This is an optimization exercise on Yosys and OpenROAD, whose aim is small area and a short achievable clock period, not a production implementation. Where RTL was checked, it was by simulation tests only, not by an equivalence proof against the original. Function not checked in run 1: the RTL went through the layout flow alone. Power figures rest on the tool's default switching activity, not on a simulated workload.

### flow/config.mk
export PLATFORM = sky130hd
export DESIGN_NAME = lc3b_alu_pipe
export DESIGN_NICKNAME = lc3b_alu_pipe
export VERILOG_FILES = /design/flow/design.v
export SDC_FILE = /design/flow/constraint.sdc
export NUM_CORES = 4
export LEC_CHECK = 0
export CAP_MARGIN = 20
export CORE_MARGIN = 2
export CORE_UTILIZATION = 40
export SETUP_SLACK_MARGIN = 2.5
export SLEW_MARGIN = 20
export TNS_END_PERCENT = 10
### flow/constraint.sdc
create_clock -name core_clock -period 7.0 [get_ports {clk}]
set_input_delay 1.4000 -clock core_clock [delete_from_list [all_inputs] [get_ports {clk}]]
set_output_delay 1.4000 -clock core_clock [all_outputs]
set_load 0.01 [all_outputs]
### flow/design.v
package lc3b_types;
    typedef enum logic [3:0] {
        op_br   = 4'b0000,
        op_add  = 4'b0001,
        op_ldb  = 4'b0010,
        op_stb  = 4'b0011,
        op_jsr  = 4'b0100,
        op_and  = 4'b0101,
        op_ldr  = 4'b0110,
        op_str  = 4'b0111,
        op_rti  = 4'b1000,
        op_not  = 4'b1001,
        op_ldi  = 4'b1010,
        op_sti  = 4'b1011,
        op_jmp  = 4'b1100,
        op_shf  = 4'b1101,
        op_lea  = 4'b1110,
        op_trap = 4'b1111
    } lc3b_opcode;
    typedef enum logic [1:0] {
        x_base = 2'b00,
        x_ext1 = 2'b01,
        x_ext2 = 2'b10,
        x_ext3 = 2'b11
    } lc3b_lc3x;
    typedef enum logic [2:0] {
        alu_add,
        alu_sub,
        alu_mul,
        alu_and,
        alu_or,
        alu_xor,
        alu_not,
        alu_shf  
    } lc3b_aluop;
endpackage
`timescale 1ns/1ps
module control_rom
(
    input  logic [15:0] instr,
    output logic        writes,     
    output logic        k_mul,      
    output logic        k_as,       
    output logic        k_sub,      
    output logic        k_shl,      
    output logic        k_shr,      
    output logic [3:0]  lsel,       
    output logic        use_imm,    
    output logic        use_sr2     
);
    logic [3:0] opcode;
    logic       i5;
    logic [1:0] x43;
    assign opcode = instr[15:12];
    assign i5     = instr[5];
    assign x43    = instr[4:3];
    always_comb
    begin
        writes  = 1'b0;
        k_mul   = 1'b0;
        k_as    = 1'b0;
        k_sub   = 1'b0;
        k_shl   = 1'b0;
        k_shr   = 1'b0;
        lsel    = 4'b0000;
        use_imm = 1'b0;
        use_sr2 = 1'b0;
        case (opcode)
            4'b0001:
            begin
                writes = 1'b1;
                if (i5)
                begin
                    k_as    = 1'b1;
                    use_imm = 1'b1;
                end
                else
                begin
                    use_sr2 = 1'b1;
                    if (x43 == 2'b01)
                        k_mul = 1'b1;
                    else
                    begin
                        k_as  = 1'b1;
                        k_sub = x43[1];
                    end
                end
            end
            4'b0101:
            begin
                if (i5)
                begin
                    writes  = 1'b1;
                    use_imm = 1'b1;
                    lsel    = 4'b0001;
                end
                else
                begin
                    writes  = (x43 != 2'b11);
                    use_sr2 = 1'b1;
                    case (x43)
                        2'b00:   lsel = 4'b0001;
                        2'b01:   lsel = 4'b0010;
                        2'b10:   lsel = 4'b0100;
                        default: lsel = 4'b0000;
                    endcase
                end
            end
            4'b1001:
            begin
                writes = 1'b1;
                lsel   = 4'b1000;
            end
            4'b1101:
            begin
                writes = 1'b1;
                k_shl  = ~instr[4];
                k_shr  = instr[4];
            end
            default: ;
        endcase
    end
endmodule
`timescale 1ns/1ps
module decode_stage
(
    input  logic                    clk,
    input  logic                    arst_n,
    input  logic                    instr_valid,
    input  logic [16-1:0]   instr,
    input  logic                    flush,
    input  logic [16-1:0]   rd_data1,
    input  logic [16-1:0]   rd_data2,
    input  logic [16-1:0]   alu_out,
    output logic                    d_valid,
    output logic [3-1:0]  d_dest,
    output logic [16-1:0]   d_opa,
    output logic [16-1:0]   d_opb,
    output logic                    d_mb,
    output logic                    d_as,
    output logic                    d_sub,
    output logic                    d_shr,
    output logic [4:0]              d_sh,
    output logic [3:0]              d_lsel
);
    logic                   writes;
    logic                   k_mul, k_as, k_sub, k_shl, k_shr, use_imm, use_sr2;
    logic [3:0]             lsel;
    logic [3-1:0] sr1, sr2;
    logic [16-1:0]  va, vb, opb;
    logic                   fwd_a, fwd_b;
    control_rom u_rom
    (
        .instr   (instr),
        .writes  (writes),
        .k_mul   (k_mul),
        .k_as    (k_as),
        .k_sub   (k_sub),
        .k_shl   (k_shl),
        .k_shr   (k_shr),
        .lsel    (lsel),
        .use_imm (use_imm),
        .use_sr2 (use_sr2)
    );
    assign sr1 = instr[8:6];
    assign sr2 = instr[2:0];
    assign va = rd_data1;
    assign vb = rd_data2;
    assign fwd_a = d_valid && d_dest == sr1;
    assign fwd_b = use_sr2 && d_valid && d_dest == sr2;
    assign opb = use_imm ? {{(16-5){instr[4]}}, instr[4:0]} :
                 use_sr2 ? vb :
                           (16'(1) << instr[3:0]);
    always_ff @(posedge clk or negedge arst_n)
    begin
        if (!arst_n)
            d_valid <= 1'b0;
        else
            d_valid <= instr_valid & ~flush & writes;
    end
    always_ff @(posedge clk)
    begin
        d_dest  <= instr[11:9];
        d_opa   <= fwd_a ? alu_out : va;
        d_opb   <= fwd_b ? alu_out : opb;
        d_mb    <= k_mul | k_shl;
        d_as    <= k_as;
        d_sub   <= k_sub;
        d_shr   <= k_shr;
        d_sh    <= {instr[5], instr[3:0]} & {5{k_shr}};
        d_lsel  <= lsel;
    end
endmodule
`timescale 1ns/1ps
module mul_tree
(
    input  logic [15:0] x,
    input  logic [7:0]  one,
    input  logic [7:0]  two,
    input  logic [7:0]  neg,
    input  logic        cin0,
    input  logic [15:0] r,
    output logic [15:0] sa,
    output logic [15:0] sb
);
    wire pp0_0 = ((x[0] & one[0]) | (1'b0 & two[0])) ^ neg[0];
    wire pp0_1 = ((x[1] & one[0]) | (x[0] & two[0])) ^ neg[0];
    wire pp0_2 = ((x[2] & one[0]) | (x[1] & two[0])) ^ neg[0];
    wire pp0_3 = ((x[3] & one[0]) | (x[2] & two[0])) ^ neg[0];
    wire pp0_4 = ((x[4] & one[0]) | (x[3] & two[0])) ^ neg[0];
    wire pp0_5 = ((x[5] & one[0]) | (x[4] & two[0])) ^ neg[0];
    wire pp0_6 = ((x[6] & one[0]) | (x[5] & two[0])) ^ neg[0];
    wire pp0_7 = ((x[7] & one[0]) | (x[6] & two[0])) ^ neg[0];
    wire pp0_8 = ((x[8] & one[0]) | (x[7] & two[0])) ^ neg[0];
    wire pp0_9 = ((x[9] & one[0]) | (x[8] & two[0])) ^ neg[0];
    wire pp0_10 = ((x[10] & one[0]) | (x[9] & two[0])) ^ neg[0];
    wire pp0_11 = ((x[11] & one[0]) | (x[10] & two[0])) ^ neg[0];
    wire pp0_12 = ((x[12] & one[0]) | (x[11] & two[0])) ^ neg[0];
    wire pp0_13 = ((x[13] & one[0]) | (x[12] & two[0])) ^ neg[0];
    wire pp0_14 = ((x[14] & one[0]) | (x[13] & two[0])) ^ neg[0];
    wire pp0_15 = ((x[15] & one[0]) | (x[14] & two[0])) ^ neg[0];
    wire pp1_0 = ((x[0] & one[1]) | (1'b0 & two[1]) | r[2]) ^ neg[1];
    wire pp1_1 = ((x[1] & one[1]) | (x[0] & two[1]) | r[3]) ^ neg[1];
    wire pp1_2 = ((x[2] & one[1]) | (x[1] & two[1]) | r[4]) ^ neg[1];
    wire pp1_3 = ((x[3] & one[1]) | (x[2] & two[1]) | r[5]) ^ neg[1];
    wire pp1_4 = ((x[4] & one[1]) | (x[3] & two[1]) | r[6]) ^ neg[1];
    wire pp1_5 = ((x[5] & one[1]) | (x[4] & two[1]) | r[7]) ^ neg[1];
    wire pp1_6 = ((x[6] & one[1]) | (x[5] & two[1]) | r[8]) ^ neg[1];
    wire pp1_7 = ((x[7] & one[1]) | (x[6] & two[1]) | r[9]) ^ neg[1];
    wire pp1_8 = ((x[8] & one[1]) | (x[7] & two[1]) | r[10]) ^ neg[1];
    wire pp1_9 = ((x[9] & one[1]) | (x[8] & two[1]) | r[11]) ^ neg[1];
    wire pp1_10 = ((x[10] & one[1]) | (x[9] & two[1]) | r[12]) ^ neg[1];
    wire pp1_11 = ((x[11] & one[1]) | (x[10] & two[1]) | r[13]) ^ neg[1];
    wire pp1_12 = ((x[12] & one[1]) | (x[11] & two[1]) | r[14]) ^ neg[1];
    wire pp1_13 = ((x[13] & one[1]) | (x[12] & two[1]) | r[15]) ^ neg[1];
    wire pp2_0 = ((x[0] & one[2]) | (1'b0 & two[2])) ^ neg[2];
    wire pp2_1 = ((x[1] & one[2]) | (x[0] & two[2])) ^ neg[2];
    wire pp2_2 = ((x[2] & one[2]) | (x[1] & two[2])) ^ neg[2];
    wire pp2_3 = ((x[3] & one[2]) | (x[2] & two[2])) ^ neg[2];
    wire pp2_4 = ((x[4] & one[2]) | (x[3] & two[2])) ^ neg[2];
    wire pp2_5 = ((x[5] & one[2]) | (x[4] & two[2])) ^ neg[2];
    wire pp2_6 = ((x[6] & one[2]) | (x[5] & two[2])) ^ neg[2];
    wire pp2_7 = ((x[7] & one[2]) | (x[6] & two[2])) ^ neg[2];
    wire pp2_8 = ((x[8] & one[2]) | (x[7] & two[2])) ^ neg[2];
    wire pp2_9 = ((x[9] & one[2]) | (x[8] & two[2])) ^ neg[2];
    wire pp2_10 = ((x[10] & one[2]) | (x[9] & two[2])) ^ neg[2];
    wire pp2_11 = ((x[11] & one[2]) | (x[10] & two[2])) ^ neg[2];
    wire pp3_0 = ((x[0] & one[3]) | (1'b0 & two[3])) ^ neg[3];
    wire pp3_1 = ((x[1] & one[3]) | (x[0] & two[3])) ^ neg[3];
    wire pp3_2 = ((x[2] & one[3]) | (x[1] & two[3])) ^ neg[3];
    wire pp3_3 = ((x[3] & one[3]) | (x[2] & two[3])) ^ neg[3];
    wire pp3_4 = ((x[4] & one[3]) | (x[3] & two[3])) ^ neg[3];
    wire pp3_5 = ((x[5] & one[3]) | (x[4] & two[3])) ^ neg[3];
    wire pp3_6 = ((x[6] & one[3]) | (x[5] & two[3])) ^ neg[3];
    wire pp3_7 = ((x[7] & one[3]) | (x[6] & two[3])) ^ neg[3];
    wire pp3_8 = ((x[8] & one[3]) | (x[7] & two[3])) ^ neg[3];
    wire pp3_9 = ((x[9] & one[3]) | (x[8] & two[3])) ^ neg[3];
    wire pp4_0 = ((x[0] & one[4]) | (1'b0 & two[4])) ^ neg[4];
    wire pp4_1 = ((x[1] & one[4]) | (x[0] & two[4])) ^ neg[4];
    wire pp4_2 = ((x[2] & one[4]) | (x[1] & two[4])) ^ neg[4];
    wire pp4_3 = ((x[3] & one[4]) | (x[2] & two[4])) ^ neg[4];
    wire pp4_4 = ((x[4] & one[4]) | (x[3] & two[4])) ^ neg[4];
    wire pp4_5 = ((x[5] & one[4]) | (x[4] & two[4])) ^ neg[4];
    wire pp4_6 = ((x[6] & one[4]) | (x[5] & two[4])) ^ neg[4];
    wire pp4_7 = ((x[7] & one[4]) | (x[6] & two[4])) ^ neg[4];
    wire pp5_0 = ((x[0] & one[5]) | (1'b0 & two[5])) ^ neg[5];
    wire pp5_1 = ((x[1] & one[5]) | (x[0] & two[5])) ^ neg[5];
    wire pp5_2 = ((x[2] & one[5]) | (x[1] & two[5])) ^ neg[5];
    wire pp5_3 = ((x[3] & one[5]) | (x[2] & two[5])) ^ neg[5];
    wire pp5_4 = ((x[4] & one[5]) | (x[3] & two[5])) ^ neg[5];
    wire pp5_5 = ((x[5] & one[5]) | (x[4] & two[5])) ^ neg[5];
    wire pp6_0 = ((x[0] & one[6]) | (1'b0 & two[6])) ^ neg[6];
    wire pp6_1 = ((x[1] & one[6]) | (x[0] & two[6])) ^ neg[6];
    wire pp6_2 = ((x[2] & one[6]) | (x[1] & two[6])) ^ neg[6];
    wire pp6_3 = ((x[3] & one[6]) | (x[2] & two[6])) ^ neg[6];
    wire r7b0 = ((x[1] & one[7]) | (x[0] & two[7])) ^ neg[7];
    wire pp7_0 = x[0] & one[7];
    wire pp7_1 = r7b0 ^ (neg[7] & ~pp7_0);
    wire h0_10_0 = neg[5] ^ pp0_10;
    wire k0_10_0 = neg[5] & pp0_10;
    wire h0_11_1 = pp0_11 ^ pp2_7;
    wire k0_11_1 = pp0_11 & pp2_7;
    wire s0_12_0 = neg[6] ^ pp0_12 ^ pp2_8;
    wire c0_12_0 = (neg[6] & pp0_12) | (neg[6] & pp2_8) | (pp0_12 & pp2_8);
    wire h0_12_2 = pp3_6 ^ pp4_4;
    wire k0_12_2 = pp3_6 & pp4_4;
    wire s0_13_1 = pp0_13 ^ pp2_9 ^ pp3_7;
    wire c0_13_1 = (pp0_13 & pp2_9) | (pp0_13 & pp3_7) | (pp2_9 & pp3_7);
    wire h0_13_3 = pp4_5 ^ pp5_3;
    wire k0_13_3 = pp4_5 & pp5_3;
    wire s0_14_2 = pp0_14 ^ pp2_10 ^ pp3_8;
    wire c0_14_2 = (pp0_14 & pp2_10) | (pp0_14 & pp3_8) | (pp2_10 & pp3_8);
    wire s0_14_3 = pp4_6 ^ pp5_4 ^ pp6_2;
    wire c0_14_3 = (pp4_6 & pp5_4) | (pp4_6 & pp6_2) | (pp5_4 & pp6_2);
    wire s0_15_4 = pp0_15 ^ pp2_11 ^ pp3_9;
    wire s0_15_5 = pp4_7 ^ pp5_5 ^ pp6_3;
    wire h1_6_4 = pp0_6 ? ~neg[3] : neg[3];
    wire k1_6_4 = neg[3] & pp0_6;
    wire h1_7_5 = pp2_3 ? ~pp0_7 : pp0_7;
    wire k1_7_5 = pp0_7 & pp2_3;
    wire ts1_8_6 = neg[4] ^ pp0_8;
    wire s1_8_6 = pp2_4 ? ~ts1_8_6 : ts1_8_6;
    wire c1_8_6 = ts1_8_6 ? pp2_4 : neg[4];
    wire h1_8_6 = pp4_0 ? ~pp3_2 : pp3_2;
    wire k1_8_6 = pp3_2 & pp4_0;
    wire ts1_9_7 = pp0_9 ^ pp2_5;
    wire s1_9_7 = pp3_3 ? ~ts1_9_7 : ts1_9_7;
    wire c1_9_7 = ts1_9_7 ? pp3_3 : pp0_9;
    wire h1_9_7 = pp1_7 ? ~pp4_1 : pp4_1;
    wire k1_9_7 = pp4_1 & pp1_7;
    wire ts1_10_8 = pp2_6 ^ pp3_4;
    wire s1_10_8 = pp4_2 ? ~ts1_10_8 : ts1_10_8;
    wire c1_10_8 = ts1_10_8 ? pp4_2 : pp2_6;
    wire ts1_10_9 = pp5_0 ^ h0_10_0;
    wire s1_10_9 = pp1_8 ? ~ts1_10_9 : ts1_10_9;
    wire c1_10_9 = ts1_10_9 ? pp1_8 : pp5_0;
    wire ts1_11_10 = pp3_5 ^ pp4_3;
    wire s1_11_10 = pp5_1 ? ~ts1_11_10 : ts1_11_10;
    wire c1_11_10 = ts1_11_10 ? pp5_1 : pp3_5;
    wire ts1_11_11 = k0_10_0 ^ h0_11_1;
    wire s1_11_11 = pp1_9 ? ~ts1_11_11 : ts1_11_11;
    wire c1_11_11 = ts1_11_11 ? pp1_9 : k0_10_0;
    wire ts1_12_12 = pp5_2 ^ pp6_0;
    wire s1_12_12 = k0_11_1 ? ~ts1_12_12 : ts1_12_12;
    wire c1_12_12 = ts1_12_12 ? k0_11_1 : pp5_2;
    wire ts1_12_13 = h0_12_2 ^ s0_12_0;
    wire s1_12_13 = pp1_10 ? ~ts1_12_13 : ts1_12_13;
    wire c1_12_13 = ts1_12_13 ? pp1_10 : h0_12_2;
    wire ts1_13_14 = pp6_1 ^ k0_12_2;
    wire s1_13_14 = h0_13_3 ? ~ts1_13_14 : ts1_13_14;
    wire c1_13_14 = ts1_13_14 ? h0_13_3 : pp6_1;
    wire ts1_13_15 = c0_12_0 ^ s0_13_1;
    wire s1_13_15 = pp1_11 ? ~ts1_13_15 : ts1_13_15;
    wire c1_13_15 = ts1_13_15 ? pp1_11 : c0_12_0;
    wire ts1_14_16 = pp7_0 ^ k0_13_3;
    wire s1_14_16 = c0_13_1 ? ~ts1_14_16 : ts1_14_16;
    wire c1_14_16 = ts1_14_16 ? c0_13_1 : pp7_0;
    wire ts1_14_17 = s0_14_2 ^ s0_14_3;
    wire s1_14_17 = pp1_12 ? ~ts1_14_17 : ts1_14_17;
    wire c1_14_17 = ts1_14_17 ? pp1_12 : s0_14_2;
    wire ts1_15_18 = pp7_1 ^ c0_14_2;
    wire s1_15_18 = c0_14_3 ? ~ts1_15_18 : ts1_15_18;
    wire ts1_15_19 = s0_15_4 ^ s0_15_5;
    wire s1_15_19 = pp1_13 ? ~ts1_15_19 : ts1_15_19;
    wire h2_4_8 = pp0_4 ? ~neg[2] : neg[2];
    wire k2_4_8 = neg[2] & pp0_4;
    wire h2_5_9 = pp2_1 ? ~pp0_5 : pp0_5;
    wire k2_5_9 = pp0_5 & pp2_1;
    wire ts2_6_20 = pp2_2 ^ pp3_0;
    wire s2_6_20 = h1_6_4 ? ~ts2_6_20 : ts2_6_20;
    wire c2_6_20 = ts2_6_20 ? h1_6_4 : pp2_2;
    wire ts2_7_21 = pp3_1 ^ k1_6_4;
    wire s2_7_21 = h1_7_5 ? ~ts2_7_21 : ts2_7_21;
    wire c2_7_21 = ts2_7_21 ? h1_7_5 : pp3_1;
    wire ts2_8_22 = k1_7_5 ^ h1_8_6;
    wire s2_8_22 = s1_8_6 ? ~ts2_8_22 : ts2_8_22;
    wire c2_8_22 = ts2_8_22 ? s1_8_6 : k1_7_5;
    wire ts2_9_23 = k1_8_6 ^ c1_8_6;
    wire s2_9_23 = s1_9_7 ? ~ts2_9_23 : ts2_9_23;
    wire c2_9_23 = ts2_9_23 ? s1_9_7 : k1_8_6;
    wire ts2_10_24 = c1_9_7 ^ s1_10_8;
    wire s2_10_24 = k1_9_7 ? ~ts2_10_24 : ts2_10_24;
    wire c2_10_24 = ts2_10_24 ? k1_9_7 : c1_9_7;
    wire ts2_11_25 = c1_10_8 ^ s1_11_10;
    wire s2_11_25 = c1_10_9 ? ~ts2_11_25 : ts2_11_25;
    wire c2_11_25 = ts2_11_25 ? c1_10_9 : c1_10_8;
    wire ts2_12_26 = c1_11_10 ^ s1_12_12;
    wire s2_12_26 = c1_11_11 ? ~ts2_12_26 : ts2_12_26;
    wire c2_12_26 = ts2_12_26 ? c1_11_11 : c1_11_10;
    wire ts2_13_27 = c1_12_12 ^ s1_13_14;
    wire s2_13_27 = c1_12_13 ? ~ts2_13_27 : ts2_13_27;
    wire c2_13_27 = ts2_13_27 ? c1_12_13 : c1_12_12;
    wire ts2_14_28 = c1_13_14 ^ c1_13_15;
    wire s2_14_28 = s1_14_16 ? ~ts2_14_28 : ts2_14_28;
    wire c2_14_28 = ts2_14_28 ? s1_14_16 : c1_13_14;
    wire ts2_15_29 = c1_14_16 ^ c1_14_17;
    wire s2_15_29 = s1_15_18 ? ~ts2_15_29 : ts2_15_29;
    wire h3_0_10 = pp0_0 ? ~cin0 : cin0;
    wire k3_0_10 = cin0 & pp0_0;
    wire h3_1_11 = r[1] ? ~pp0_1 : pp0_1;
    wire k3_1_11 = pp0_1 & r[1];
    wire ts3_2_30 = neg[1] ^ pp0_2;
    wire s3_2_30 = pp1_0 ? ~ts3_2_30 : ts3_2_30;
    wire c3_2_30 = ts3_2_30 ? pp1_0 : neg[1];
    wire h3_3_12 = pp1_1 ? ~pp0_3 : pp0_3;
    wire k3_3_12 = pp0_3 & pp1_1;
    wire ts3_4_31 = pp2_0 ^ h2_4_8;
    wire s3_4_31 = pp1_2 ? ~ts3_4_31 : ts3_4_31;
    wire c3_4_31 = ts3_4_31 ? pp1_2 : pp2_0;
    wire ts3_5_32 = k2_4_8 ^ h2_5_9;
    wire s3_5_32 = pp1_3 ? ~ts3_5_32 : ts3_5_32;
    wire c3_5_32 = ts3_5_32 ? pp1_3 : k2_4_8;
    wire ts3_6_33 = k2_5_9 ^ pp1_4;
    wire s3_6_33 = s2_6_20 ? ~ts3_6_33 : ts3_6_33;
    wire c3_6_33 = ts3_6_33 ? s2_6_20 : k2_5_9;
    wire ts3_7_34 = pp1_5 ^ c2_6_20;
    wire s3_7_34 = s2_7_21 ? ~ts3_7_34 : ts3_7_34;
    wire c3_7_34 = ts3_7_34 ? s2_7_21 : pp1_5;
    wire ts3_8_35 = pp1_6 ^ c2_7_21;
    wire s3_8_35 = s2_8_22 ? ~ts3_8_35 : ts3_8_35;
    wire c3_8_35 = ts3_8_35 ? s2_8_22 : pp1_6;
    wire ts3_9_36 = h1_9_7 ^ c2_8_22;
    wire s3_9_36 = s2_9_23 ? ~ts3_9_36 : ts3_9_36;
    wire c3_9_36 = ts3_9_36 ? s2_9_23 : h1_9_7;
    wire ts3_10_37 = c2_9_23 ^ s1_10_9;
    wire s3_10_37 = s2_10_24 ? ~ts3_10_37 : ts3_10_37;
    wire c3_10_37 = ts3_10_37 ? s2_10_24 : c2_9_23;
    wire ts3_11_38 = s1_11_11 ^ c2_10_24;
    wire s3_11_38 = s2_11_25 ? ~ts3_11_38 : ts3_11_38;
    wire c3_11_38 = ts3_11_38 ? s2_11_25 : s1_11_11;
    wire ts3_12_39 = s1_12_13 ^ c2_11_25;
    wire s3_12_39 = s2_12_26 ? ~ts3_12_39 : ts3_12_39;
    wire c3_12_39 = ts3_12_39 ? s2_12_26 : s1_12_13;
    wire ts3_13_40 = s1_13_15 ^ c2_12_26;
    wire s3_13_40 = s2_13_27 ? ~ts3_13_40 : ts3_13_40;
    wire c3_13_40 = ts3_13_40 ? s2_13_27 : s1_13_15;
    wire ts3_14_41 = s1_14_17 ^ c2_13_27;
    wire s3_14_41 = s2_14_28 ? ~ts3_14_41 : ts3_14_41;
    wire c3_14_41 = ts3_14_41 ? s2_14_28 : s1_14_17;
    wire ts3_15_42 = s1_15_19 ^ c2_14_28;
    wire s3_15_42 = s2_15_29 ? ~ts3_15_42 : ts3_15_42;
    assign sa[0] = h3_0_10;
    assign sb[0] = r[0];
    assign sa[1] = k3_0_10;
    assign sb[1] = h3_1_11;
    assign sa[2] = k3_1_11;
    assign sb[2] = s3_2_30;
    assign sa[3] = c3_2_30;
    assign sb[3] = h3_3_12;
    assign sa[4] = k3_3_12;
    assign sb[4] = s3_4_31;
    assign sa[5] = c3_4_31;
    assign sb[5] = s3_5_32;
    assign sa[6] = c3_5_32;
    assign sb[6] = s3_6_33;
    assign sa[7] = c3_6_33;
    assign sb[7] = s3_7_34;
    assign sa[8] = c3_7_34;
    assign sb[8] = s3_8_35;
    assign sa[9] = c3_8_35;
    assign sb[9] = s3_9_36;
    assign sa[10] = c3_9_36;
    assign sb[10] = s3_10_37;
    assign sa[11] = c3_10_37;
    assign sb[11] = s3_11_38;
    assign sa[12] = c3_11_38;
    assign sb[12] = s3_12_39;
    assign sa[13] = c3_12_39;
    assign sb[13] = s3_13_40;
    assign sa[14] = c3_13_40;
    assign sb[14] = s3_14_41;
    assign sa[15] = c3_14_41;
    assign sb[15] = s3_15_42;
endmodule
module cpa16
(
    input  logic [15:0] a,
    input  logic [15:0] b,
    output logic [15:0] s
);
    logic [15:0] p, g;
    always_comb
        for (int i = 0; i < 16; i++)
        begin
            p[i] = b[i] ? ~a[i] : a[i];
            g[i] = a[i] & b[i];
        end
    wire G0_1 = g[1] | (p[1] & g[0]);
    wire P0_1 = p[1] & p[0];
    wire G0_3 = g[3] | (p[3] & g[2]);
    wire P0_3 = p[3] & p[2];
    wire G0_5 = g[5] | (p[5] & g[4]);
    wire P0_5 = p[5] & p[4];
    wire G0_7 = g[7] | (p[7] & g[6]);
    wire P0_7 = p[7] & p[6];
    wire G0_9 = g[9] | (p[9] & g[8]);
    wire P0_9 = p[9] & p[8];
    wire G0_11 = g[11] | (p[11] & g[10]);
    wire P0_11 = p[11] & p[10];
    wire G0_13 = g[13] | (p[13] & g[12]);
    wire P0_13 = p[13] & p[12];
    wire G0_15 = g[15] | (p[15] & g[14]);
    wire P0_15 = p[15] & p[14];
    wire G1_2 = g[2] | (p[2] & G0_1);
    wire P1_2 = p[2] & P0_1;
    wire G1_3 = G0_3 | (P0_3 & G0_1);
    wire P1_3 = P0_3 & P0_1;
    wire G1_6 = g[6] | (p[6] & G0_5);
    wire P1_6 = p[6] & P0_5;
    wire G1_7 = G0_7 | (P0_7 & G0_5);
    wire P1_7 = P0_7 & P0_5;
    wire G1_10 = g[10] | (p[10] & G0_9);
    wire P1_10 = p[10] & P0_9;
    wire G1_11 = G0_11 | (P0_11 & G0_9);
    wire P1_11 = P0_11 & P0_9;
    wire G1_14 = g[14] | (p[14] & G0_13);
    wire P1_14 = p[14] & P0_13;
    wire G1_15 = G0_15 | (P0_15 & G0_13);
    wire P1_15 = P0_15 & P0_13;
    wire G2_4 = g[4] | (p[4] & G1_3);
    wire P2_4 = p[4] & P1_3;
    wire G2_5 = G0_5 | (P0_5 & G1_3);
    wire P2_5 = P0_5 & P1_3;
    wire G2_6 = G1_6 | (P1_6 & G1_3);
    wire P2_6 = P1_6 & P1_3;
    wire G2_7 = G1_7 | (P1_7 & G1_3);
    wire P2_7 = P1_7 & P1_3;
    wire G2_12 = g[12] | (p[12] & G1_11);
    wire P2_12 = p[12] & P1_11;
    wire G2_13 = G0_13 | (P0_13 & G1_11);
    wire P2_13 = P0_13 & P1_11;
    wire G2_14 = G1_14 | (P1_14 & G1_11);
    wire P2_14 = P1_14 & P1_11;
    wire G2_15 = G1_15 | (P1_15 & G1_11);
    wire P2_15 = P1_15 & P1_11;
    wire G3_8 = g[8] | (p[8] & G2_7);
    wire P3_8 = p[8] & P2_7;
    wire G3_9 = G0_9 | (P0_9 & G2_7);
    wire P3_9 = P0_9 & P2_7;
    wire G3_10 = G1_10 | (P1_10 & G2_7);
    wire P3_10 = P1_10 & P2_7;
    wire G3_11 = G1_11 | (P1_11 & G2_7);
    wire P3_11 = P1_11 & P2_7;
    wire G3_12 = G2_12 | (P2_12 & G2_7);
    wire P3_12 = P2_12 & P2_7;
    wire G3_13 = G2_13 | (P2_13 & G2_7);
    wire P3_13 = P2_13 & P2_7;
    wire G3_14 = G2_14 | (P2_14 & G2_7);
    wire P3_14 = P2_14 & P2_7;
    wire G3_15 = G2_15 | (P2_15 & G2_7);
    wire P3_15 = P2_15 & P2_7;
    assign s[0] = p[0];
    assign s[1] = g[0] ? ~p[1] : p[1];
    assign s[2] = G0_1 ? ~p[2] : p[2];
    assign s[3] = G1_2 ? ~p[3] : p[3];
    assign s[4] = G1_3 ? ~p[4] : p[4];
    assign s[5] = G2_4 ? ~p[5] : p[5];
    assign s[6] = G2_5 ? ~p[6] : p[6];
    assign s[7] = G2_6 ? ~p[7] : p[7];
    assign s[8] = G2_7 ? ~p[8] : p[8];
    assign s[9] = G3_8 ? ~p[9] : p[9];
    assign s[10] = G3_9 ? ~p[10] : p[10];
    assign s[11] = G3_10 ? ~p[11] : p[11];
    assign s[12] = G3_11 ? ~p[12] : p[12];
    assign s[13] = G3_12 ? ~p[13] : p[13];
    assign s[14] = G3_13 ? ~p[14] : p[14];
    assign s[15] = G3_14 ? ~p[15] : p[15];
endmodule
module execute_stage
(
    input  logic                    clk,
    input  logic                    arst_n,
    input  logic                    d_valid,
    input  logic [3-1:0]  d_dest,
    input  logic [16-1:0]   d_opa,
    input  logic [16-1:0]   d_opb,
    input  logic                    d_mb,
    input  logic                    d_as,
    input  logic                    d_sub,
    input  logic                    d_shr,
    input  logic [4:0]              d_sh,
    input  logic [3:0]              d_lsel,
    output logic [16-1:0]   alu_out,
    output logic                    wb_valid,
    output logic [3-1:0]  wb_dest,
    output logic [16-1:0]   wb_data
);
    logic [15:0] a, b;
    logic [7:0]  one, two, neg;
    logic [16:0] yb;
    logic [15:0] r, sa, sb, sum, logic_out, shr_out;
    logic [31:0] shr_ext;
    logic        cin0;
    assign a = d_opa;
    assign b = d_opb;
    assign yb = {b, 1'b0};
    always_comb
    begin
        for (int j = 0; j < 8; j++)
        begin
            one[j] = d_mb & (yb[2*j+1] ^ yb[2*j]);
            two[j] = d_mb & ((yb[2*j+2] & ~yb[2*j+1] & ~yb[2*j]) |
                              (~yb[2*j+2] & yb[2*j+1] & yb[2*j]));
            neg[j] = d_mb & yb[2*j+2];
        end
        one[0] = (d_mb & b[0]) | d_as;
    end
    assign logic_out = ({16{d_lsel[0]}} & a & b) |
                       ({16{d_lsel[1]}} & (a | b)) |
                       ({16{d_lsel[2]}} & (a ^ b)) |
                       ({16{d_lsel[3]}} & ~a);
    assign shr_ext = {{16{d_sh[4] & a[15]}}, a} >> d_sh[3:0];
    assign shr_out = shr_ext[15:0];
    assign r    = {16{d_as}} & (b ^ {16{d_sub}});
    assign cin0 = neg[0] | d_sub;
    mul_tree u_tree
    (
        .x    (a),
        .one  (one),
        .two  (two),
        .neg  (neg),
        .cin0 (cin0),
        .r    (r),
        .sa   (sa),
        .sb   (sb)
    );
    cpa16 u_cpa
    (
        .a (sa),
        .b (sb),
        .s (sum)
    );
    assign alu_out = sum | logic_out | ({16{d_shr}} & shr_out);
    always_ff @(posedge clk or negedge arst_n)
    begin
        if (!arst_n)
            wb_valid <= 1'b0;
        else
            wb_valid <= d_valid;
    end
    always_ff @(posedge clk)
    begin
        wb_dest <= d_dest;
        wb_data <= alu_out;
    end
endmodule
`timescale 1ns/1ps
module result_stage
(
    input  logic                    clk,
    input  logic                    arst_n,
    input  logic [3-1:0]  rd_addr1,
    input  logic [3-1:0]  rd_addr2,
    input  logic                    we,
    input  logic [3-1:0]  waddr,
    input  logic [16-1:0]   wdata,
    input  logic                    wb_valid,
    input  logic [16-1:0]   wb_data,
    output logic [16-1:0]   rd_data1,
    output logic [16-1:0]   rd_data2,
    output logic [2:0]              cc
);
    logic [16-1:0] regs [8];
    logic [8-1:0] written;
    logic [2:0]            nzp;
    always_comb
    begin
        rd_data1 = '0;
        rd_data2 = '0;
        for (int i = 0; i < 8; i++)
        begin
            rd_data1 = rd_data1 | (regs[i] & {16{written[i] && rd_addr1 == i}});
            rd_data2 = rd_data2 | (regs[i] & {16{written[i] && rd_addr2 == i}});
        end
    end
    assign nzp = wb_data[16-1] ? 3'b100 :
                 (wb_data == '0)       ? 3'b010 :
                                         3'b001;
    always_ff @(posedge clk)
    begin
        for (int i = 0; i < 8; i++)
            if (we && waddr == i)
                regs[i] <= wdata;
    end
    always_ff @(posedge clk or negedge arst_n)
    begin
        if (!arst_n)
        begin
            written <= '0;
            cc      <= 3'b010;  
        end
        else
        begin
            if (we)
                written[waddr] <= 1'b1;
            if (wb_valid)
                cc <= nzp;
        end
    end
endmodule
`timescale 1ns/1ps
module lc3b_alu_pipe
(
    input  logic                    clk,
    input  logic                    arst_n,
    input  logic                    instr_valid,
    input  logic [16-1:0]   instr,
    input  logic                    flush,
    output logic                    wb_valid,
    output logic [3-1:0]  wb_dest,
    output logic [16-1:0]   wb_data,
    output logic [2:0]              cc
);
    logic                   d_valid;
    logic [3-1:0] d_dest;
    logic [16-1:0]  d_opa;
    logic [16-1:0]  d_opb;
    logic                   d_mb;
    logic                   d_as;
    logic                   d_sub;
    logic                   d_shr;
    logic [4:0]             d_sh;
    logic [3:0]             d_lsel;
    logic [16-1:0]  alu_out;
    logic [16-1:0]  rd_data1;
    logic [16-1:0]  rd_data2;
    decode_stage u_decode
    (
        .clk         (clk),
        .arst_n      (arst_n),
        .instr_valid (instr_valid),
        .instr       (instr),
        .flush       (flush),
        .rd_data1    (rd_data1),
        .rd_data2    (rd_data2),
        .alu_out     (alu_out),
        .d_valid     (d_valid),
        .d_dest      (d_dest),
        .d_opa       (d_opa),
        .d_opb       (d_opb),
        .d_mb        (d_mb),
        .d_as        (d_as),
        .d_sub       (d_sub),
        .d_shr       (d_shr),
        .d_sh        (d_sh),
        .d_lsel      (d_lsel)
    );
    execute_stage u_execute
    (
        .clk      (clk),
        .arst_n   (arst_n),
        .d_valid  (d_valid),
        .d_dest   (d_dest),
        .d_opa    (d_opa),
        .d_opb    (d_opb),
        .d_mb     (d_mb),
        .d_as     (d_as),
        .d_sub    (d_sub),
        .d_shr    (d_shr),
        .d_sh     (d_sh),
        .d_lsel   (d_lsel),
        .alu_out  (alu_out),
        .wb_valid (wb_valid),
        .wb_dest  (wb_dest),
        .wb_data  (wb_data)
    );
    result_stage u_result
    (
        .clk      (clk),
        .arst_n   (arst_n),
        .rd_addr1 (instr[8:6]),
        .rd_addr2 (instr[2:0]),
        .we       (d_valid),
        .waddr    (d_dest),
        .wdata    (alu_out),
        .wb_valid (wb_valid),
        .wb_data  (wb_data),
        .rd_data1 (rd_data1),
        .rd_data2 (rd_data2),
        .cc       (cc)
    );
endmodule
### flow/run.sh
#!/bin/bash
# synth_recipe.tcl (not shown) runs the flow's synth.tcl, then flattens the netlist and writes it again
# the make line also repeats each setting of config.mk as NAME=value (left out here)
make -C /OpenROAD-flow-scripts/flow DESIGN_CONFIG=/design/flow/config.mk WORK_HOME=/design/flow/orfs CLKGATE_MAP_FILE= SYNTH_SCRIPT=/design/flow/synth_recipe.tcl finish
==> flow_summary.ini, run 1 <==
[run_status]
status = complete, no violations

[clocking]
clk_pin_slew_worst_paths_ps = 60
insertion_delay_ps = 500
cts_hold_buf = 0
cts.htree.levels = 1
cts.sinks = 208
cts_tree = built
cts_inserted_buffers = 21
cts_root_buf = clkbuf_16
clockBufferDepth = 3

[setup_path]
crit_type = reg2reg
path_cells = buf_4 -> maj3_1 -> a22oi_1 -> a21boi_2 -> xnor2_1 -> xnor2_1 -> maj3_2 -> xor3_1 -> ha_4 -> and4_1 -> a211oi_2 -> nand2_2 -> a31oi_4 -> o21bai_1 -> buf_4 -> a21o_1 -> xnor2_2 -> buf_4 -> nand2_2
worstSetupStartpointType = flip-flop
r2r-start = u_decode.d_opb[3]
reg2reg_slack_ps = 2460
cp_slowest_cell = xor3_1
crit_fanout = 11
worstSetupEndpointType = flip-flop
arrival_ps = 4730
cpPeakStageDelay_ps = 450
crit_top_cell = buf_4
cp.required_ps = 7180
r2r-end = u_result.regs[5][15]
r2r_cells = 19

[yosys]
synth_top_area_cell = edfxtp_1
synth_edf_count = 128
synthTopCellsByCount = edfxtp_1 (128), nand2_1 (117), clkbuf_1 (114)
synth.area.top_cells = edfxtp_1 (28%), dfxtp_1 (9.6%), xnor2_1 (5.5%), a22oi_1 (4.7%), ha_1 (4.4%)
yosys_warnings = 6
synth_ff_type = edfxtp_1
ys_types = 79
ys_ff_latch = 208
yosysMostFrequentCell = edfxtp_1
synth_top_area_share_pct = 27.6
syn_area_sq_um = 13900
yosysSeqAreaShare_pct = 39.5
synth_area_per_cell_sq_um = 9.42
netlist_instances = 1480
async_reset_ff_share_pct = 6.25
synth_nets = 1557

[route]
drtPass1Iterations = 7
num_vias = 12600
first_iter_violations = 1635
drc_errors = 0
wl_per_cell_um = 25.1
wl_um = 49600
via_per_inst = 6.36
final_antenna_net_count = 0

[pwr]
vdd_ir_drop_max_v = 0.000214
p_leak_uw = 0.00612
power_density_nw_per_um2 = 188

[sta]
finClkSkew_ps = 13.1
relSlewSlack_pct = 16.0
finalSetupViolCount = 0
holdWs_ps = 488
worst_slew_pin_slew_ps = 1240
fmax_mhz = 220
timing_hold_violations_final = 0
timing.final.ws_setup_ps = 2460
report.final.slew_viol_count = 0
final.period_utilization_pct = 64.9
rsz0062_at_grt = yes
timing.setup.tns_ps = 0
period_minus_slack_ps = 4540

[layout]
syn2layout_area_growth_pct = 17.8
nets = 1584
final_core_util_pct = 47.7
fillerInstances = 3265
n_antenna_cell = 0
post_route_cells_drive_above_1_share_pct = 16.3

[flow_run]
drv_cap = 0

[floorplan]
start_util_pct = 40.5
num_rows = 68
core_sq_um = 34500
chipWidth_um = 191
design.die.area_sq_um = 36400
die_height_um = 191
top_level_ports = 43

[placement]
hpwl_um = 31700
gp_congestion = 0.922
place_ws_ps = 1480
place.port_buffers = 42

[worst_hold_path]
timing.hold.worst_endpoint = u_result.written[5]
hold_class = reg2reg
hp-start = u_result.written[5]
worst_hold_path.num_cells = 1

[global_route]
antenna_found_initial = 0
grt_max_degree = 46
track_usage_pct = 26.4
grt_pass1_vias = 12100
grt_pass1_wl_um = 73500
grt_overflow = 0
==> worst max-delay path by stage <==
stage / from / slack (ps) / to
2_1_floorplan: u_decode.d_mb / 2500 / u_result.regs[0][15]
3_3_place_gp: u_decode.d_opb[7] / 1590 / u_decode.d_opa[14]
3_5_place_dp: u_decode.d_opb[7] / 1480 / u_decode.d_opa[14]
4_1_cts: u_decode.d_as / 2510 / u_result.regs[5][15]
5_1_grt: u_decode.d_opb[5] / 2270 / u_result.regs[1][12]
6_report: u_decode.d_opb[3] / 2460 / u_result.regs[5][15]
==> sequential cells by signal (all words and copies together), names as in the netlist, 4 cells and up <==
name and count:
u_decode.d_opb 16, u_decode.d_opa 16, u_result.written 8, u_result.regs 128
u_decode.d_sh 5, u_decode.d_lsel 4, u_execute.wb_data 16
==> metal layers <==
metal  global-route usage (%)  share of wire [%]  vias to the layer above  wire [um]
met5                        0                  0                        -          0
met4                     11.2                5.0                        0       2480
met3                     4.86                9.8                      188       4860
met2                     42.0                 45                      793      22200
met1                     35.3                 40                     6025      20000
li1                         -                  -                     5564          -
==> stage by stage <==
stage	area [sq um]	std cells	total power (uW)
floorplan	14000	1480	1730
global placement	14700	1866	1920
detailed placement	14700	1866	1930
CTS	16000	1943	3060
global route	16400	1976	3200
finish	16400	1976	3100
==> area by class of cell <==
cell class,count,area (sq um),share of cell area [%]
Multi-Input combinational cell,1074,8120,49.4
Sequential cell,208,5570,33.9
Timing Repair Buffer,136,1230,7.51
Clock buffer,29,586,3.56
Tap cell,455,569,3.46
Inverter,66,273,1.66
Clock inverter,8,87.6,0.533
==> layout by cell type, fill, tap and decap left out, types with 8 or more instances in the layout <==
| cell | count |
|---|---|
| edfxtp_1 | 128 |
| nand2_1 | 110 |
| o21ai_0 | 93 |
| a22oi_1 | 88 |
| buf_4 | 79 |
| xnor2_1 | 78 |
| a21oi_1 | 77 |
| nor2_1 | 64 |
| inv_1 | 58 |
| a221oi_1 | 49 |
| dfxtp_1 | 48 |
| ha_1 | 44 |
| xor2_1 | 42 |
| clkdlybuf4s50_1 | 42 |
| nand3_1 | 35 |
| a22o_1 | 34 |
| a31oi_1 | 31 |
| clkbuf_16 | 21 |
| maj3_1 | 19 |
| and2_1 | 18 |
| a222oi_1 | 17 |
| mux2i_1 | 15 |
| a21o_1 | 15 |
| nor2b_1 | 12 |
| and3_1 | 12 |
| dfxtp_4 | 12 |
| dfrtp_1 | 12 |
| nand2b_1 | 11 |
| xnor2_2 | 10 |
| maj3_2 | 9 |
| nor3_1 | 9 |
| mux2_2 | 8 |
| fa_1 | 8 |
==> where the power goes <==
part	total [uW]	leakage, uW	internal, uW	switching [uW]
Combinational	550	0.00388	224	326
Sequential	1430	0.00191	1350	84.6
Clock	1110	0.000325	656	457
==> logic make-up (layout without fill, tap and decap cells) <==
group                    Yosys count  count (layout)  share of synthesized area, %
AO/OA/AOI/OAI                    486             486                          24.2
XOR/XNOR                         137             137                          9.01
adder cells (fa/ha/maj)           85              85                          7.59
buffers and inverters            199             239                          5.53
flip-flops                       208             208                          39.5
multiplexers                      27              27                          2.37
AND/OR/NAND/NOR                  338             339                          11.8
==> repair_timing <==
item,in CTS,in global routing
buffers inserted,37,31
resized for setup,84,53
setup endpoints to repair,120,92
pin swaps,21,44
gates cloned,3,2
==> worst max-delay path: cells and delay by family (launching register included) <==
family | cells | cell delay, ps
AO/OA/AOI/OAI | 6 | 980
XOR/XNOR | 4 | 1020
adder cells (fa/ha/maj) | 3 | 880
buffers and inverters | 3 | 470
flip-flops | 1 | 410
AND/OR/NAND/NOR | 3 | 450
==> run 2: changes to the inputs <==
--- a/flow/design.v
+++ b/flow/design.v
@@ -131,7 +131,8 @@
     input  logic                    flush,
     input  logic [16-1:0]   rd_data1,
     input  logic [16-1:0]   rd_data2,
-    input  logic [16-1:0]   alu_out,
+    input  logic [16-1:0]   res_p,
+    input  logic [16-1:0]   res_c,
     output logic                    d_valid,
     output logic [3-1:0]  d_dest,
     output logic [16-1:0]   d_opa,
@@ -147,7 +148,7 @@
     logic                   k_mul, k_as, k_sub, k_shl, k_shr, use_imm, use_sr2;
     logic [3:0]             lsel;
     logic [3-1:0] sr1, sr2;
-    logic [16-1:0]  va, vb, opb;
+    logic [16-1:0]  va, vb, opb, na, nb;
     logic                   fwd_a, fwd_b;
     control_rom u_rom
     (
@@ -171,6 +172,12 @@
     assign opb = use_imm ? {{(16-5){instr[4]}}, instr[4:0]} :
                  use_sr2 ? vb :
                            (16'(1) << instr[3:0]);
+    always_comb
+        for (int i = 0; i < 16; i++)
+        begin
+            na[i] = res_c[i] ? (fwd_a ? ~res_p[i] : va[i])  : (fwd_a ? res_p[i] : va[i]);
+            nb[i] = res_c[i] ? (fwd_b ? ~res_p[i] : opb[i]) : (fwd_b ? res_p[i] : opb[i]);
+        end
     always_ff @(posedge clk or negedge arst_n)
     begin
         if (!arst_n)
@@ -181,8 +188,8 @@
     always_ff @(posedge clk)
     begin
         d_dest  <= instr[11:9];
-        d_opa   <= fwd_a ? alu_out : va;
-        d_opb   <= fwd_b ? alu_out : opb;
+        d_opa   <= na;
+        d_opb   <= nb;
         d_mb    <= k_mul | k_shl;
         d_as    <= k_as;
         d_sub   <= k_sub;
@@ -456,9 +463,10 @@
 (
     input  logic [15:0] a,
     input  logic [15:0] b,
-    output logic [15:0] s
+    output logic [15:0] p,
+    output logic [15:0] c
 );
-    logic [15:0] p, g;
+    logic [15:0] g;
     always_comb
         for (int i = 0; i < 16; i++)
         begin
@@ -529,22 +537,22 @@
     wire P3_14 = P2_14 & P2_7;
     wire G3_15 = G2_15 | (P2_15 & G2_7);
     wire P3_15 = P2_15 & P2_7;
-    assign s[0] = p[0];
-    assign s[1] = g[0] ? ~p[1] : p[1];
-    assign s[2] = G0_1 ? ~p[2] : p[2];
-    assign s[3] = G1_2 ? ~p[3] : p[3];
-    assign s[4] = G1_3 ? ~p[4] : p[4];
-    assign s[5] = G2_4 ? ~p[5] : p[5];
-    assign s[6] = G2_5 ? ~p[6] : p[6];
-    assign s[7] = G2_6 ? ~p[7] : p[7];
-    assign s[8] = G2_7 ? ~p[8] : p[8];
-    assign s[9] = G3_8 ? ~p[9] : p[9];
-    assign s[10] = G3_9 ? ~p[10] : p[10];
-    assign s[11] = G3_10 ? ~p[11] : p[11];
-    assign s[12] = G3_11 ? ~p[12] : p[12];
-    assign s[13] = G3_12 ? ~p[13] : p[13];
-    assign s[14] = G3_13 ? ~p[14] : p[14];
-    assign s[15] = G3_14 ? ~p[15] : p[15];
+    assign c[0] = 1'b0;
+    assign c[1] = g[0];
+    assign c[2] = G0_1;
+    assign c[3] = G1_2;
+    assign c[4] = G1_3;
+    assign c[5] = G2_4;
+    assign c[6] = G2_5;
+    assign c[7] = G2_6;
+    assign c[8] = G2_7;
+    assign c[9] = G3_8;
+    assign c[10] = G3_9;
+    assign c[11] = G3_10;
+    assign c[12] = G3_11;
+    assign c[13] = G3_12;
+    assign c[14] = G3_13;
+    assign c[15] = G3_14;
 endmodule
 module execute_stage
 (
@@ -560,6 +568,8 @@
     input  logic                    d_shr,
     input  logic [4:0]              d_sh,
     input  logic [3:0]              d_lsel,
+    output logic [16-1:0]   res_p,
+    output logic [16-1:0]   res_c,
     output logic [16-1:0]   alu_out,
     output logic                    wb_valid,
     output logic [3-1:0]  wb_dest,
@@ -568,7 +578,7 @@
     logic [15:0] a, b;
     logic [7:0]  one, two, neg;
     logic [16:0] yb;
-    logic [15:0] r, sa, sb, sum, logic_out, shr_out;
+    logic [15:0] r, sa, sb, p, logic_out, shr_out;
     logic [31:0] shr_ext;
     logic        cin0;
     assign a = d_opa;
@@ -608,9 +618,11 @@
     (
         .a (sa),
         .b (sb),
-        .s (sum)
+        .p (p),
+        .c (res_c)
     );
-    assign alu_out = sum | logic_out | ({16{d_shr}} & shr_out);
+    assign res_p   = p | logic_out | ({16{d_shr}} & shr_out);
+    assign alu_out = res_p ^ res_c;
     always_ff @(posedge clk or negedge arst_n)
     begin
         if (!arst_n)
@@ -702,6 +714,8 @@
     logic [4:0]             d_sh;
     logic [3:0]             d_lsel;
     logic [16-1:0]  alu_out;
+    logic [16-1:0]  res_p;
+    logic [16-1:0]  res_c;
     logic [16-1:0]  rd_data1;
     logic [16-1:0]  rd_data2;
     decode_stage u_decode
@@ -713,7 +727,8 @@
         .flush       (flush),
         .rd_data1    (rd_data1),
         .rd_data2    (rd_data2),
-        .alu_out     (alu_out),
+        .res_p       (res_p),
+        .res_c       (res_c),
         .d_valid     (d_valid),
         .d_dest      (d_dest),
         .d_opa       (d_opa),
@@ -739,6 +754,8 @@
         .d_shr    (d_shr),
         .d_sh     (d_sh),
         .d_lsel   (d_lsel),
+        .res_p    (res_p),
+        .res_c    (res_c),
         .alu_out  (alu_out),
         .wb_valid (wb_valid),
         .wb_dest  (wb_dest),
--- a/flow/config.mk
+++ b/flow/config.mk
@@ -10,4 +10,4 @@
 export CORE_UTILIZATION = 40
 export SETUP_SLACK_MARGIN = 2.5
 export SLEW_MARGIN = 20
-export TNS_END_PERCENT = 10
+export TNS_END_PERCENT = 5
==> flow_summary.ini, run 2 <==
[floorplan]
die_height_um = 189
num_rows = 67
start_util_pct = 40.8
design.die.area_sq_um = 35900
chipWidth_um = 189
top_level_ports = 43
core_sq_um = 33700

[yosys]
syn_area_sq_um = 13800
ys_ff_latch = 208
synth_edf_count = 128
synth_area_per_cell_sq_um = 9.35
synth_nets = 1544
synth_top_area_share_pct = 28.0
netlist_instances = 1470
synth_top_area_cell = edfxtp_1
synthTopCellsByCount = edfxtp_1 (128), a22oi_1 (108), clkbuf_1 (107)
yosys_warnings = 6
synth.area.top_cells = edfxtp_1 (28%), dfxtp_1 (9.8%), a22oi_1 (5.9%), xnor2_1 (5.0%), ha_1 (4.5%)
async_reset_ff_share_pct = 6.25
synth_ff_type = edfxtp_1
yosysSeqAreaShare_pct = 40.1
ys_types = 74
yosysMostFrequentCell = edfxtp_1

[setup_path]
arrival_ps = 4570
crit_fanout = 20
r2r_cells = 15
worstSetupEndpointType = flip-flop
r2r-end = u_result.regs[3][10]
worstSetupStartpointType = flip-flop
reg2reg_slack_ps = 2600
cp.required_ps = 7180
crit_type = reg2reg
r2r-start = u_decode.d_as

[sta]
report.final.slew_viol_count = 0
finClkSkew_ps = 17.4
period_minus_slack_ps = 4400
relSlewSlack_pct = 23.6
timing.final.ws_setup_ps = 2600
rsz0062_at_grt = yes
fmax_mhz = 227
finalSetupViolCount = 0
timing.setup.tns_ps = 0
timing_hold_violations_final = 0
worst_slew_pin_slew_ps = 1150
final.period_utilization_pct = 62.8

[route]
wl_per_cell_um = 24.2
wl_um = 46200
first_iter_violations = 1359
final_antenna_net_count = 0
drc_errors = 0
drtPass1Iterations = 8
via_per_inst = 6.30
num_vias = 12000

[global_route]
grt_overflow = 0
grt_pass1_wl_um = 69100
grt_max_degree = 33
grt_pass1_vias = 11400
antenna_found_initial = 0
track_usage_pct = 25.0

[worst_hold_path]
hold_class = reg2reg
hp-start = u_result.written[7]
timing.hold.worst_endpoint = u_result.written[7]
worst_hold_path.num_cells = 1

[clocking]
cts_hold_buf = 0
cts_root_buf = clkbuf_16
cts_inserted_buffers = 21
insertion_delay_ps = 500
cts.sinks = 208
cts.htree.levels = 1
clockBufferDepth = 3
cts_tree = built
clk_pin_slew_worst_paths_ps = 60

[flow_run]
drv_cap = 0

[placement]
place_ws_ps = 1710
gp_congestion = 0.936
place.port_buffers = 42
place_area_sq_um = 14400
hpwl_um = 31300

[layout]
n_antenna_cell = 0
final_cell_area_sq_um = 15500
mostFrequentLayoutCell = edfxtp_1
layout_common_cells = edfxtp_1 (128), a22oi_1 (108), a21oi_1 (101)
top_register = u_result.regs
nets = 1521
largest_reg_flops = 128
syn2layout_area_growth_pct = 13.0
post_route_cells_drive_above_1_share_pct = 10.7

[pwr]
p_leak_uw = 0.00575
power_density_nw_per_um2 = 198
vdd_ir_drop_max_v = 0.000209

[run_status]
status = complete, no violations
-- run 2: cell count changes after synthesis, sizes merged, moves of 12 or more --
cell and change:
a21oi +27, a31oi -27, nand2 -23, nor2 +22
a22oi +20, a22o -13, nor2b -12
-- run 2: metrics by stage --
stage	utilization, %	hold slack [ps]	total power (uW)	instances
final	46.1	483	3080	1909
after global routing	46.1	497	3190	1909
after CTS	45.3	482	3070	1890
after detailed placement	42.7	470	1940	1846
after global placement	42.7	464	1930	1846
after floorplan	-	354	1730	1470
-- run 2: cell type report --
| class | instances | area, sq um |
|---|---|---|
| Clock buffer | 26 | 564 |
| Clock inverter | 11 | 131 |
| Fill cell | 3221 | 18200 |
| Inverter | 73 | 300 |
| Multi-Input combinational cell | 1058 | 7690 |
| Sequential cell | 208 | 5530 |
| Tap cell | 448 | 561 |
| Timing Repair Buffer | 85 | 763 |
-- run 2: how the worst max path moves through the flow --
stage                 startpoint              endpoint  slack (ps)  depth (start not counted)
2_1_floorplan      u_decode.d_mb  u_result.regs[0][15]        2560                         17
3_3_place_gp   u_decode.d_opb[3]  u_result.regs[5][15]        1760                         17
3_5_place_dp   u_decode.d_opb[3]  u_result.regs[4][15]        1710                         18
4_1_cts            u_decode.d_mb  u_result.regs[3][14]        2500                         19
5_1_grt        u_decode.d_opb[3]  u_result.regs[7][15]        2430                         20
6_report           u_decode.d_as  u_result.regs[3][10]        2600                         15
-- run 2: metal layers --
metal | share of wire [%] | track usage (%) | vias up
met5 | 0 | 0 | -
met4 | 4.3 | 10.3 | 0
met3 | 8.6 | 4.39 | 129
met2 | 46 | 40.9 | 612
met1 | 41 | 32.8 | 5861
li1 | - | - | 5426
-- run 2: cells by family (layout without fill, tap and decap cells) --
logic type / count (synthesis) / after routing / synth area share, %
fa+ha+maj: 77 / 77 / 6.85
simple gates: 340 / 340 / 12.1
compound gates: 477 / 477 / 23.9
mux: 30 / 30 / 2.58
xor+xnor: 134 / 134 / 8.70
buf+inv: 204 / 195 / 5.80
flops: 208 / 208 / 40.1
-- run 2: critical path, stage by stage, from the launching register on --
cell	delay, ps
dfxtp_1	300
buf_4	200
a21o_4	270
and2_4	230
a21o_1	200
ha_1	300
maj3_1	380
xor3_1	380
ha_1	320
a21oi_1	190
o21ai_2	100
a21o_1	210
a21oi_1	150
inv_1	80
xnor2_1	480
inv_1	280
-- run 2: repair_timing --
action / 4_1_cts / 5_1_grt
setup buffers: 7 / 19
pin swaps: 2 / 14
setup endpoints to repair: 93 / 60
resized for setup: 38 / 39
hold endpoints to repair: 0 / 0
-- run 2: report_power, final --
part           total [uW]  internal [uW]  switching (uW)
Sequential           1430           1350            79.5
Clock                1130            681             448
Combinational         515            191             324
==> run 3: changes to the inputs <==
--- a/flow/config.mk
+++ b/flow/config.mk
@@ -10,4 +10,3 @@
 export CORE_UTILIZATION = 40
 export SETUP_SLACK_MARGIN = 2.5
 export SLEW_MARGIN = 20
-export TNS_END_PERCENT = 5
==> flow_summary.ini, run 3 <==
[run_status]
status = complete, no violations

[setup_path]
cp.required_ps = 7180
path_cells = buf_4 -> a21o_4 -> and2_4 -> a21o_1 -> ha_1 -> maj3_1 -> xor3_1 -> ha_1 -> a21oi_1 -> o21ai_2 -> a21o_1 -> a21oi_1 -> inv_1 -> xnor2_1 -> inv_1
r2r_cells = 15
cp_slowest_cell = xnor2_1
worstSetupEndpointType = flip-flop
arrival_ps = 4560
crit_type = reg2reg
worstSetupStartpointType = flip-flop
crit_fanout = 20
cpPeakStageDelay_ps = 460

[route]
wl_per_cell_um = 24.2
final_antenna_net_count = 0
drtPass1Iterations = 8
wl_um = 46300
num_vias = 12100
drc_errors = 0
via_per_inst = 6.31
first_iter_violations = 1352

[layout]
nets = 1524
mostFrequentLayoutCell = edfxtp_1
layout_common_cells = edfxtp_1 (128), a22oi_1 (108), a21oi_1 (101)
post_route_cells_drive_above_1_share_pct = 10.9
top_register = u_result.regs
largest_reg_flops = 128
instances_no_fill = 1912
n_antenna_cell = 0
fillerInstances = 3221
syn2layout_area_growth_pct = 13.2

[yosys]
netlist_instances = 1470
yosysMostFrequentCell = edfxtp_1
async_reset_ff_share_pct = 6.25
yosysSeqAreaShare_pct = 40.1
synth_nets = 1544
synth_top_area_share_pct = 28.0
synth_ff_type = edfxtp_1
ys_ff_latch = 208
ys_types = 74
synth_top_area_cell = edfxtp_1
syn_area_sq_um = 13800
synth_area_per_cell_sq_um = 9.35
synth.area.top_cells = edfxtp_1 (28%), dfxtp_1 (9.8%), a22oi_1 (5.9%), xnor2_1 (5.0%), ha_1 (4.5%)
synthTopCellsByCount = edfxtp_1 (128), a22oi_1 (108), clkbuf_1 (107)
synth_edf_count = 128
yosys_warnings = 6

[pwr]
vdd_ir_drop_max_v = 0.000209
p_leak_uw = 0.00577
power_density_nw_per_um2 = 198
power.total_uw = 3080

[global_route]
grt_overflow = 0
grt_max_degree = 33
antenna_found_initial = 0
grt_pass1_wl_um = 69100
track_usage_pct = 25.0
grt_pass1_vias = 11400

[clocking]
cts_inserted_buffers = 21
clk_pin_slew_worst_paths_ps = 60
cts_tree = built
cts_root_buf = clkbuf_16
clockBufferDepth = 3
insertion_delay_ps = 500
cts.sinks = 208
cts.htree.levels = 1

[sta]
finalSetupViolCount = 0
timing.setup.tns_ps = 0
fmax_mhz = 228
final.period_utilization_pct = 62.6
worst_slew_pin_slew_ps = 1140
relSlewSlack_pct = 24.1
report.final.slew_viol_count = 0
period_minus_slack_ps = 4380
timing_hold_violations_final = 0
rsz0062_at_grt = no
finClkSkew_ps = 14.6

[floorplan]
design.die.area_sq_um = 35900
die_height_um = 189
core_sq_um = 33700
top_level_ports = 43
start_util_pct = 40.8
chipWidth_um = 189
num_rows = 67

[placement]
place.port_buffers = 42
dpl.cell_count = 1846
gp_congestion = 0.936
hpwl_um = 31300

[worst_hold_path]
worst_hold_path.num_cells = 0
hold_class = reg2reg

[flow_run]
drv_cap = 0
-- run 3: final cells by class --
class	count	area, sq um	share of cell area, %
multi-input cells	1058	7700	49.4
flip-flops and latches	208	5530	35.5
repair buffers	88	790	5.07
clock buffers	26	564	3.62
well taps	448	561	3.60
inverters	73	300	1.93
clock inverters	11	131	0.844
-- run 3: routing by layer --
metal	track usage (%)	wire (um)	vias up
li1	-	-	5435
met1	32.8	18800	5876
met2	40.9	21500	632
met3	4.39	4040	114
met4	10.3	1910	0
met5	0	0	-
-- run 3: worst paths after layout --
kind	from	to	slack, ps
setup reg to reg	u_decode.d_as	u_result.regs[3][10]	2620
max in group asynchronous	arst_n	u_result.written[5]	5350
setup / recovery	u_decode.d_as	u_result.regs[3][10]	2620
hold reg to reg	u_decode.d_dest[1]	u_execute.wb_dest[1]	490
min in group asynchronous	arst_n	u_result.written[6]	1270
hold / removal	u_decode.d_dest[1]	u_execute.wb_dest[1]	490
-- run 3: power by group --
group	switching, uW	leakage (uW)	internal, uW
Combinational	323	0.00353	193
Clock	447	0.000335	681
Sequential	80.2	0.00191	1350
Total	850	0.00577	2230
-- run 3: cells by family after synthesis --
group,synth area share [%]
AO/OA/AOI/OAI,23.9
XOR/XNOR,8.70
adder cells (fa/ha/maj),6.85
buffers and inverters,5.80
flip-flops,40.1
multiplexers,2.58
AND/OR/NAND/NOR,12.1
-- run 3: repair_timing --
| action | 4_1_cts | 5_1_grt |
|---|---|---|
| setup buffers | 7 | 22 |
| hold buffers | 0 | 0 |
| pin swaps | 2 | 14 |
| setup endpoints to repair | 93 | 60 |
| resized for setup | 38 | 41 |
-- run 3: worst max-delay path: cells and delay by family, from the launching register on --
family / cells / cell delay [ps]
XOR/XNOR: 2 / 840
adder cells (fa/ha/maj): 3 / 1000
AO/OA/AOI/OAI: 6 / 1120
buffers and inverters: 3 / 560
flip-flops: 1 / 300
AND/OR/NAND/NOR: 1 / 230
-- run 3: per-stage QoR --
| stage | worst slack (ps) | hold WS, ps | utilization [%] | area (sq um) |
|---|---|---|---|---|
| 2_1_floorplan | 2560 | 354 | - | 13800 |
| 3_3_place_gp | 1760 | 464 | 42.7 | 14400 |
| 3_5_place_dp | 1710 | 470 | 42.7 | 14400 |
| 4_1_cts | 2500 | 482 | 45.3 | 15300 |
| 5_1_grt | 2460 | 497 | 46.2 | 15600 |
| 6_report | 2620 | 490 | 46.2 | 15600 |
==> run 4: changes to the inputs <==
--- a/flow/config.mk
+++ b/flow/config.mk
@@ -8,5 +8,5 @@
 export CAP_MARGIN = 20
 export CORE_MARGIN = 2
 export CORE_UTILIZATION = 40
-export SETUP_SLACK_MARGIN = 2.5
+export SETUP_SLACK_MARGIN = 3.0
 export SLEW_MARGIN = 20
==> flow_summary.ini, run 4 <==
[layout]
post_route_cells_drive_above_1_share_pct = 22.0
nets = 1606
layout_common_cells = edfxtp_1 (128), a22oi_1 (108), buf_4 (100)
syn2layout_area_growth_pct = 23.4
largest_reg_flops = 128
final_cell_area_sq_um = 17000
top_register = u_result.regs
final_core_util_pct = 50.4
mostFrequentLayoutCell = edfxtp_1
n_antenna_cell = 0

[floorplan]
core_sq_um = 33700
design.die.area_sq_um = 35900
die_height_um = 189
chipWidth_um = 189
top_level_ports = 43
num_rows = 67
start_util_pct = 40.8

[global_route]
grt_max_degree = 33
grt_pass1_vias = 11800
grt_pass1_wl_um = 72900
track_usage_pct = 26.6
grt_overflow = 0
antenna_found_initial = 0

[clocking]
cts.htree.levels = 1
cts_root_buf = clkbuf_16
insertion_delay_ps = 520
cts_hold_buf = 0
cts_tree = built
cts_inserted_buffers = 22
cts.sinks = 208
clockBufferDepth = 3
clk_pin_slew_worst_paths_ps = 60

[yosys]
synth_top_area_cell = edfxtp_1
netlist_instances = 1470
yosys_warnings = 6
synth_area_per_cell_sq_um = 9.35
synth_nets = 1544
synthTopCellsByCount = edfxtp_1 (128), a22oi_1 (108), clkbuf_1 (107)
yosysMostFrequentCell = edfxtp_1
syn_area_sq_um = 13800
synth_top_area_share_pct = 28.0
ys_types = 74
async_reset_ff_share_pct = 6.25
ys_ff_latch = 208
synth_ff_type = edfxtp_1
synth_edf_count = 128
yosysSeqAreaShare_pct = 40.1
synth.area.top_cells = edfxtp_1 (28%), dfxtp_1 (9.8%), a22oi_1 (5.9%), xnor2_1 (5.0%), ha_1 (4.5%)

[pwr]
p_leak_uw = 0.00639
power_density_nw_per_um2 = 186
vdd_ir_drop_max_v = 0.000231

[setup_path]
crit_type = reg2reg
cp_slowest_cell = dfxtp_4
critical_path_depth = 17
path_cells = clkinvlp_4 -> buf_4 -> a221oi_2 -> a21o_1 -> ha_4 -> maj3_2 -> xor3_1 -> ha_4 -> o211ai_1 -> o21ai_2 -> nand4_1 -> a21oi_4 -> a21oi_4 -> o21ai_2 -> xor2_2 -> buf_6 -> clkinvlp_4
r2r_cells = 17
cp_top_family = compound AO/OA/AOI/OAI gates
crit_fanout = 7
worstSetupStartpointType = flip-flop
arrival_ps = 4430
path_buf_inv = 4
worstSetupEndpointType = flip-flop
cp.required_ps = 7260
cpPeakStageDelay_ps = 420

[route]
via_per_inst = 6.26
num_vias = 12500
first_iter_violations = 1653
wl_per_cell_um = 24.7
wl_um = 49300
drc_errors = 0
final_antenna_net_count = 0
drtPass1Iterations = 8

[placement]
place_area_sq_um = 14400
hpwl_um = 31300
place.port_buffers = 42
gp_congestion = 0.929

[sta]
report.final.slew_viol_count = 0
fmax_mhz = 240
relSlewSlack_pct = 23.2
finClkSkew_ps = 21.5
final.period_utilization_pct = 59.6
worst_slew_pin_slew_ps = 1150
rsz0062_at_grt = yes
finalSetupViolCount = 0
timing.setup.tns_ps = 0
period_minus_slack_ps = 4170
timing_hold_violations_final = 0

[worst_hold_path]
hold_class = reg2reg
worst_hold_path.num_cells = 0

[run_status]
status = complete, no violations

[flow_run]
drv_cap = 0
-- run 4: cell counts after synthesis --
Identical to the previous run, type by type.
-- run 4: where the power goes --
group / switching, uW / leakage (uW) / internal [uW]
Combinational: 356 / 0.00413 / 237
Sequential: 78.8 / 0.00191 / 1350
Clock: 462 / 0.000337 / 665
Total: 896 / 0.00639 / 2250
-- run 4: per-layer routing --
| layer | share of wire (%) | track usage [%] | up-vias |
|---|---|---|---|
| met5 | 0 | 0 | - |
| met4 | 5.5 | 12.1 | 0 |
| met3 | 9.5 | 4.50 | 174 |
| met2 | 46 | 43.3 | 758 |
| met1 | 39 | 34.6 | 5966 |
| li1 | - | - | 5597 |
-- run 4: timing repair --
item | in CTS | in global routing
gates cloned | 7 | 1
setup endpoints to repair | 129 | 84
resized for setup | 150 | 87
pin swaps | 27 | 61
buffers inserted | 64 | 40
-- run 4: layout make-up --
type,count,area (sq um)
flip-flops and latches,208,5570
clock inverters,4,43.8
inverters,73,309
repair buffers,163,1500
repair inverters,3,22.5
clock buffers,36,646
multi-input cells,1061,8320
well taps,448,561
fillers,3068,16700
-- run 4: kinds of logic (layout without fill, tap and decap cells) --
logic type	after synthesis	count (layout)	share of synthesized area (%)
AO/OA/AOI/OAI	477	478	23.9
AND/OR/NAND/NOR	340	342	12.1
flip-flops	208	208	40.1
buffers and inverters	204	279	5.80
XOR/XNOR	134	134	8.70
adder cells (fa/ha/maj)	77	77	6.85
multiplexers	30	30	2.58
-- run 4: path summary, 6_finish.rpt --
| path | from | to | slack (ps) |
|---|---|---|---|
| worst max-delay path | u_decode.d_opb[0] | u_result.regs[6][15] | 2830 |
| worst min-delay path | u_decode.d_dest[0] | u_execute.wb_dest[0] | 480 |
| worst max register to register | u_decode.d_opb[0] | u_result.regs[6][15] | 2830 |
| worst min register to register | u_decode.d_dest[0] | u_execute.wb_dest[0] | 480 |
| max in group asynchronous | arst_n | u_result.written[0] | 5350 |
| min in group asynchronous | arst_n | u_decode.d_valid | 1260 |
-- run 4: stage by stage --
stage | instances | total power, uW | hold WS (ps) | worst slack [ps]
6_report | 1996 | 3150 | 478 | 2830
5_1_grt | 1996 | 3250 | 498 | 2690
4_1_cts | 1955 | 3100 | 480 | 2930
3_5_place_dp | 1844 | 1940 | 471 | 1590
3_3_place_gp | 1844 | 1930 | 471 | 1680
2_1_floorplan | 1470 | 1740 | 354 | 3020

-- afterwards: timing with drivers on the ports --
The flow's constraints put no driver on any port. The routed layouts listed below were extracted and timed again, unchanged, in two steps. Step 1 sets driving cells, clkbuf_16 on the clock port and buf_2 on the other inputs (assumed; they add their load-dependent delay and slew). Step 2 also shifts input and output timing later by t, the mid clock arrival at the registers, as if the neighbouring blocks saw the same clock. a / b / c = ideal / step 1 / step 2; a / b = the first two.
run	t, ns	setup WS [ns]	clock arrival spread, ns	worst register clock-pin slew, ns
run 1	0.542	2.456 / 2.456 / 2.112	0.013 / 0.013	0.07 / 0.07
run 2	0.538	2.604 / 2.604 / 2.254	0.018 / 0.017	0.06 / 0.06
run 3	0.539	2.621 / 2.621 / 2.230	0.016 / 0.016	0.06 / 0.06
run 4	0.550	2.829 / 2.829 / 2.582	0.021 / 0.021	0.06 / 0.06
After both steps setup and hold are still met in every run listed. The setup slack of run 3, which loses most, moves by 0.000 ns with the drivers and by -0.391 ns with both steps.
